This is an optimization exercise on Yosys and OpenROAD, whose aim is small area, a short achievable clock period and few clock cycles, not a production implementation.
Only simulation tests tie the RTL to the original design; equivalence was not proved.
Power figures rest on the tool's default switching activity, not on a simulated workload.

==> flow/design.v (excerpt) <==
module wallace_mult_apb (
  input  wire        clk,
  input  wire        rst_n,
  input  wire        psel,
  input  wire        penable,
  input  wire        pwrite,
  input  wire [7:0]  paddr,
  input  wire [31:0] pwdata,
  output wire [31:0] prdata,
  output wire        pready,
  output wire        pslverr
);
Size in the first run: about 870 cells after synthesis, ~79 I/O pins, about 6700 sq um of cells after synthesis.
==> module wallace_mult_apb, before the edit <==
module wallace_mult_apb (
  input  wire        clk,
  input  wire        rst_n,
  input  wire        psel,
  input  wire        penable,
  input  wire        pwrite,
  input  wire [7:0]  paddr,
  input  wire [31:0] pwdata,
  output wire [31:0] prdata,
  output wire        pready,
  output wire        pslverr
);
  logic [15:0] op_a;
  logic [15:0] op_b;
  logic [17:0] op_a3;      
  logic [31:0] prod;       
  logic        ph1;        
  logic        ph2;        
  logic        ph3;        
  logic        acc_en;     
  logic        done;
  logic        a_ok;       
  logic        b_ok;       
  logic [1:0]  dig1;
  logic [1:0]  dig2;
  logic [1:0]  dig3;
  logic        we_a;       
  logic        we_b;       
  logic        rd_a;       
  logic        rd_b;       
  logic        sel_stat;
  logic        sel_prod;   
  logic        rd_prod;    
  logic        err_q;
  logic        start_setup;
  logic        pass0;
  logic        busy;
  logic        done_d;
  logic        a_ok_d;
  logic        b_ok_d;
  assign start_setup = psel & ~penable & pwrite &
                       (paddr == wallace_mult_pkg::ADDR_CTRL) &
                       pwdata[wallace_mult_pkg::CTRL_START_BIT];
  assign busy = ph2 | ph3;
  assign pass0 = start_setup & ~busy;
  assign done_d = rst_n & (ph3 | (done & ~ph1));
  assign a_ok_d = rst_n & (a_ok | we_a);
  assign b_ok_d = rst_n & (b_ok | we_b);
  logic [15:0] acc_in;
  logic [17:0] row [2];
  logic [19:0] csa_x;
  logic [19:0] csa_y;
  logic [19:0] csa_z;
  logic [19:0] csa_s;
  logic [19:0] csa_c;
  logic [19:0] mac;
  assign acc_in = {16{acc_en}} & prod[31:16];
  for (genvar j = 0; j < 2; j++) begin : g_row
    assign row[j] = ({18{dig1[j]}} & {2'b00, op_a}) |
                    ({18{dig2[j]}} & {1'b0, op_a, 1'b0}) |
                    ({18{dig3[j]}} & op_a3);
  end
  assign csa_x = 20'(acc_in);
  assign csa_y = 20'(row[0]);
  assign csa_z = 20'(row[1]) << 2;
  assign csa_s = csa_x ^ csa_y ^ csa_z;
  assign csa_c = ((csa_x & csa_y) | (csa_x & csa_z) | (csa_y & csa_z)) << 1;
  assign mac   = csa_s + csa_c;
  always_ff @(posedge clk) begin
    if (pass0 | ph1 | busy) begin
      prod <= {mac, prod[15:4]};
    end
  end
  logic [15:0] b_next;
  logic [3:0]  bits_next;
  assign b_next = we_b ? pwdata[15:0] : op_b;
  always_comb begin
    if (ph2)        bits_next = op_b[15:12];
    else if (ph1)   bits_next = op_b[11:8];
    else if (pass0) bits_next = op_b[7:4];
    else            bits_next = b_next[3:0];
  end
  always_ff @(posedge clk) begin
    for (int j = 0; j < 2; j++) begin
      dig1[j] <= a_ok_d & b_ok_d & (bits_next[2*j+1 -: 2] == 2'd1);
      dig2[j] <= a_ok_d & b_ok_d & (bits_next[2*j+1 -: 2] == 2'd2);
      dig3[j] <= a_ok_d & b_ok_d & (bits_next[2*j+1 -: 2] == 2'd3);
    end
  end
  always_ff @(posedge clk) begin
    ph1  <= rst_n & pass0;
    ph2  <= rst_n & ph1;
    ph3  <= rst_n & ph2;
    acc_en <= rst_n & (pass0 | ph1 | ph2);
    done <= done_d;
    a_ok <= a_ok_d;
    b_ok <= b_ok_d;
  end
  always_ff @(posedge clk) begin
    we_a     <= psel & ~penable & pwrite & (paddr == wallace_mult_pkg::ADDR_OPERAND_A);
    we_b     <= psel & ~penable & pwrite & (paddr == wallace_mult_pkg::ADDR_OPERAND_B);
    rd_a     <= (paddr == wallace_mult_pkg::ADDR_OPERAND_A) & a_ok_d;
    rd_b     <= (paddr == wallace_mult_pkg::ADDR_OPERAND_B) & b_ok_d;
    sel_stat <= (paddr == wallace_mult_pkg::ADDR_STATUS);
    sel_prod <= (paddr == wallace_mult_pkg::ADDR_PRODUCT) & done_d;
    rd_prod  <= (paddr == wallace_mult_pkg::ADDR_PRODUCT) & ~pwrite;
    err_q    <= ~((paddr == wallace_mult_pkg::ADDR_OPERAND_A) |
                  (paddr == wallace_mult_pkg::ADDR_OPERAND_B) |
                  (paddr == wallace_mult_pkg::ADDR_CTRL) |
                  (paddr == wallace_mult_pkg::ADDR_STATUS) |
                  (paddr == wallace_mult_pkg::ADDR_PRODUCT));
  end
  always_ff @(posedge clk) begin
    if (!rst_n) begin
      op_a  <= '0;
    end else if (we_a) begin
      op_a  <= pwdata[15:0];
    end
    if (we_a) begin
      op_a3 <= 18'(pwdata[15:0]) + 18'({pwdata[15:0], 1'b0});
    end
    if (we_b) op_b <= pwdata[15:0];
  end
  logic [31:0] rd_data;
  always_comb begin
    rd_data = {32{sel_prod}} & prod;
    rd_data[15:0] = rd_data[15:0] | ({16{rd_a}} & op_a) | ({16{rd_b}} & op_b);
    rd_data[wallace_mult_pkg::STATUS_BUSY_BIT] =
      rd_data[wallace_mult_pkg::STATUS_BUSY_BIT] | (sel_stat & busy);
    rd_data[wallace_mult_pkg::STATUS_DONE_BIT] =
      rd_data[wallace_mult_pkg::STATUS_DONE_BIT] | (sel_stat & done);
  end
  assign prdata  = rd_data;
  assign pready  = ~(rd_prod & ph3);
  assign pslverr = err_q;
endmodule
Settings: LEC_CHECK=0, ABC_AREA=1, CAP_MARGIN=20, CORE_MARGIN=2, CORE_UTILIZATION=55, SETUP_SLACK_MARGIN=2.0, SLEW_MARGIN=20; clock period 5.0 ns.
standard.sh (not shown) runs the stock make flow with config.mk's settings and CLKGATE_MAP_FILE= SYNTH_SCRIPT=/design/flow/synth_recipe.tcl, a recipe that flattens the netlist after the stock synthesis.
==> flow/flow/run.sh <==
#!/bin/bash
# The standard layout, with plain buffers (buf_2) instead of the default
# delay cells as the buffers on the input and output ports.
set -e
export BUFFER_PORTS_ARGS="-buffer_cell sky130_fd_sc_hd__buf_2"
bash standard.sh > standard.log 2>&1
The first run produced a clean layout.
Testbench counts at the start, summed over its fixed seeds: cycles 21,608.
Edit:
--- a/flow/design.v
+++ b/flow/design.v
@@ -394,12 +394,8 @@
                   (paddr == wallace_mult_pkg::ADDR_PRODUCT));
   end
   always_ff @(posedge clk) begin
-    if (!rst_n) begin
-      op_a  <= '0;
-    end else if (we_a) begin
-      op_a  <= pwdata[15:0];
-    end
     if (we_a) begin
+      op_a  <= pwdata[15:0];
       op_a3 <= 18'(pwdata[15:0]) + 18'({pwdata[15:0], 1'b0});
     end
     if (we_b) op_b <= pwdata[15:0];
=> Final area goes down by about 1.4%. Total power hardly moves. Via count goes down by about 5%. Die area goes down by about 1.2%. Clock power goes down by about 2%. Routed wire length goes down by about 4.3%. Maximum frequency goes down by 2.9%.
Testbench counts after the change, summed over its fixed seeds: cycles 21,608.

-- what the ideal ports hide --
In the flow no input, the clock included, has a driving cell. The finished layouts below were timed again as built, in two steps.
Step 1: set_driving_cell puts a clkbuf_16 on clk and a buf_2 on each other input, an assumption about the parent block.
Step 2, shift: input delay + t, output delay - t, t = (earliest + latest rising clock arrival at the registers) / 2. This alone moves slack from input paths to output paths.
Slacks: ideal / step 1 / step 2; pairs: ideal / step 1.
| run | shift t [ns] | setup WS [ns] | worst setup path after step 2 | clock arrival spread, ns |
|---|---|---|---|---|
| the first run | 0.390 | 2.235 / 2.235 / 1.995 | input to register | 0.014 / 0.014 |
| the second run | 0.388 | 2.153 / 2.153 / 1.984 | input to register | 0.010 / 0.011 |
After both steps setup and hold are still met in every run listed. The setup slack of the first run, which loses most, moves by 0.000 ns with the drivers and by -0.240 ns with both steps.
